This is an optimization exercise on Yosys and OpenROAD, whose aim is small area, not a production implementation.
Where RTL was checked, it was by simulation tests only, not by an equivalence proof against the original.
Power figures rest on the tool's default switching activity, not on a simulated workload.

Setup of oak:
## teleop_drive_and_gimbal_command_unit
module teleop_drive_and_gimbal_command_unit
(
    input  logic        i_clk,
    input  logic        i_rst_n,
    input  logic [39:0] s_axis_tdata,
    input  logic        s_axis_tvalid,
    output logic        s_axis_tready,
    output logic [87:0] m_axis_tdata,
    output logic        m_axis_tvalid,
    input  logic        m_axis_tready,
    input  logic        i_cfg_we,
    input  logic [2:0]  i_cfg_idx,
    input  logic [19:0] i_cfg_data
);
Size in the first run: roughly 200 flip-flops, about 160 I/O pins, about 10,000 um^2 of cells after synthesis.
clock: 8.0 ns
lec_check: 0
cap_margin: 0
core_margin: 2
core_utilization: 65
place_density: 0.75
slew_margin: 0
standard.sh (not shown) runs the stock make flow with config.mk's settings and CLKGATE_MAP_FILE= SYNTH_SCRIPT=/design/flow/synth_recipe.tcl, a recipe that flattens the netlist after the stock synthesis.
==> flow/flow/run.sh <==
#!/bin/bash
# Standard ORFS layout (the standard.sh) with two changes:
#  - port buffers use the smallest buffer, sky130_fd_sc_hd__buf_1, instead of the cell
#    buffer_ports picks by default (clkdlybuf4s50_1); every port still gets its buffer;
#  - clock tree synthesis without dummy loads.
set -euo pipefail
export BUFFER_PORTS_ARGS="-buffer_cell sky130_fd_sc_hd__buf_1"
export CTS_ARGS="-sink_clustering_enable -repair_clock_nets -dont_use_dummy_load -sink_clustering_size 20 -sink_clustering_max_diameter 60 -buf_list {sky130_fd_sc_hd__clkbuf_4 sky130_fd_sc_hd__clkbuf_8}"
bash standard.sh > standard_flow.log 2>&1
Input-level comparison between cedar and oak:
--- a/flow/flow/run.sh
+++ b/flow/flow/run.sh
@@ -6,4 +6,4 @@
 set -euo pipefail
 export BUFFER_PORTS_ARGS="-buffer_cell sky130_fd_sc_hd__buf_1"
-export CTS_ARGS="-sink_clustering_enable -repair_clock_nets -dont_use_dummy_load -sink_clustering_size 20 -sink_clustering_max_diameter 60 -buf_list {sky130_fd_sc_hd__clkbuf_4 sky130_fd_sc_hd__clkbuf_8}"
+export CTS_ARGS="-sink_clustering_enable -repair_clock_nets -dont_use_dummy_load"
 bash standard.sh > standard_flow.log 2>&1
--- a/flow/config.mk
+++ b/flow/config.mk
@@ -6,7 +6,7 @@
 export NUM_CORES = 4
 export LEC_CHECK = 0
-export CAP_MARGIN = 0
+export CAP_MARGIN = 20
 export CORE_MARGIN = 2
 export CORE_UTILIZATION = 65
 export PLACE_DENSITY = 0.75
-export SLEW_MARGIN = 0
+export SLEW_MARGIN = 20
Results
Every run (cedar and oak) finished clean.
Looking at first-pass GRT wire length across both flows, cedar is the weaker of the two, with oak ahead.
cedar vs. oak: global-route usage rose by 0.40 points, ratio of routed vias to standard cells rose by about 0.33%, final cell count without fillers rose by 6, via count rose by 58.
cedar against oak: clock slew seen by the registers of the worst setup and hold paths now sits lower; multi-input gate area in the final layout grew by about 0.6%.
cedar — net switching power figure about 10% higher, oak as reference
Setup slack of the critical path after layout: cedar > oak
No run of this note included a check of the RTL's function; only the layout flow was run.


teleop_drive_and_gimbal_command_unit, a different RTL version from the one above (not shown whole).
Size in the first run: ~810 cells after synthesis, ~200 flip-flops, about 160 I/O pins, roughly 9900 µm² of cells after synthesis.
// teleop_drive_and_gimbal_command_unit
module teleop_drive_and_gimbal_command_unit
(
    input  logic        i_clk,
    input  logic        i_rst_n,
    input  logic [39:0] s_axis_tdata,
    input  logic        s_axis_tvalid,
    output logic        s_axis_tready,
    output logic [87:0] m_axis_tdata,
    output logic        m_axis_tvalid,
    input  logic        m_axis_tready,
    input  logic        i_cfg_we,
    input  logic [2:0]  i_cfg_idx,
    input  logic [19:0] i_cfg_data
);
Settings: LEC_CHECK=0, CAP_MARGIN=0, CORE_MARGIN=2, CORE_UTILIZATION=70, GPL_TIMING_DRIVEN=0, PLACE_DENSITY=0.8, SLEW_MARGIN=0; clock period 8.0 ns.
==> flow/flow/run.sh <==
#!/bin/bash
# Standard ORFS layout (the standard.sh) with these changes:
#  - port buffers use the smallest buffer, sky130_fd_sc_hd__buf_1, instead of the cell
#    buffer_ports picks by default (clkdlybuf4s50_1); every port still gets its buffer;
#  - the buffers abc inserted are removed at floorplan (global placement is not timing
#    driven here, which would otherwise remove them);
#  - clock tree synthesis without dummy loads, with small clock buffers and clusters of
#    at most 16 flip-flops.
set -euo pipefail
export BUFFER_PORTS_ARGS="-buffer_cell sky130_fd_sc_hd__buf_1"
export REMOVE_ABC_BUFFERS=1
export CTS_ARGS="-sink_clustering_enable -repair_clock_nets -dont_use_dummy_load -sink_clustering_size 16 -sink_clustering_max_diameter 50 -buf_list {sky130_fd_sc_hd__clkbuf_4 sky130_fd_sc_hd__clkbuf_8}"
bash standard.sh > standard_flow.log 2>&1
Next try:
--- a/flow/flow/run.sh
+++ b/flow/flow/run.sh
@@ -6,8 +6,8 @@
 #    driven here, which would otherwise remove them);
 #  - clock tree synthesis without dummy loads, with small clock buffers and clusters of
-#    at most 16 flip-flops.
+#    at most 20 flip-flops.
 set -euo pipefail
 export BUFFER_PORTS_ARGS="-buffer_cell sky130_fd_sc_hd__buf_1"
 export REMOVE_ABC_BUFFERS=1
-export CTS_ARGS="-sink_clustering_enable -repair_clock_nets -dont_use_dummy_load -sink_clustering_size 16 -sink_clustering_max_diameter 50 -buf_list {sky130_fd_sc_hd__clkbuf_4 sky130_fd_sc_hd__clkbuf_8}"
+export CTS_ARGS="-sink_clustering_enable -repair_clock_nets -dont_use_dummy_load -sink_clustering_size 20 -sink_clustering_max_diameter 60 -buf_list {sky130_fd_sc_hd__clkbuf_4 sky130_fd_sc_hd__clkbuf_8}"
 bash standard.sh > standard_flow.log 2>&1
--- a/flow/config.mk
+++ b/flow/config.mk
@@ -8,6 +8,6 @@
 export CAP_MARGIN = 0
 export CORE_MARGIN = 2
-export CORE_UTILIZATION = 70
+export CORE_UTILIZATION = 65
 export GPL_TIMING_DRIVEN = 0
-export PLACE_DENSITY = 0.8
+export PLACE_DENSITY = 0.75
 export SLEW_MARGIN = 0
Result: The new run passed the timing, DRC and antenna checks. Synthesized cell count is unchanged. Non-clock buffer count is lower by 6. Hold slack gains 0.0045 ns. Via count is lower by 2.0%. Utilization is lower by 6.6 points. Setup slack gains 0.058 ns. Total power is lower by 0.31%. Clock-buffer cell count is unchanged. Flip-flop and latch count does not change. Final area is lower by 0.53%. Global-route usage is lower by 2.7 points.

## what the ideal ports hide
No port has a modelled driver above. Below, the same layouts with a new extraction and two added sets of constraints. Step 1, drivers: a clkbuf_16 drives i_clk and a buf_2 each remaining input, both assumed. Step 2, shift: input delay + t, output delay - t, t = (earliest + latest rising clock arrival at the registers) / 2. This alone moves slack from input paths to output paths. Three values: ideal, step 1, step 2; two values: the first two.
| run | t, ns | slack for setup (ns) | worst slew at a driven data input, ns |
|---|---|---|---|
| oak | 0.524 | 0.305 / 0.305 / -0.051 | 0.05 |
| cedar | 0.522 | 0.328 / 0.328 / -0.050 | 0.05 |
| the first run of note 2 | 0.491 | 0.259 / 0.259 / -0.061 | 0.06 |
| the second run of note 2 | 0.492 | 0.317 / 0.323 / -0.169 | 0.06 |
With both steps, setup timing fails in every run listed, where it was met with ideal ports. The setup slack of the second run of note 2, which loses most, moves by +0.006 ns with the drivers and by -0.486 ns with both steps.
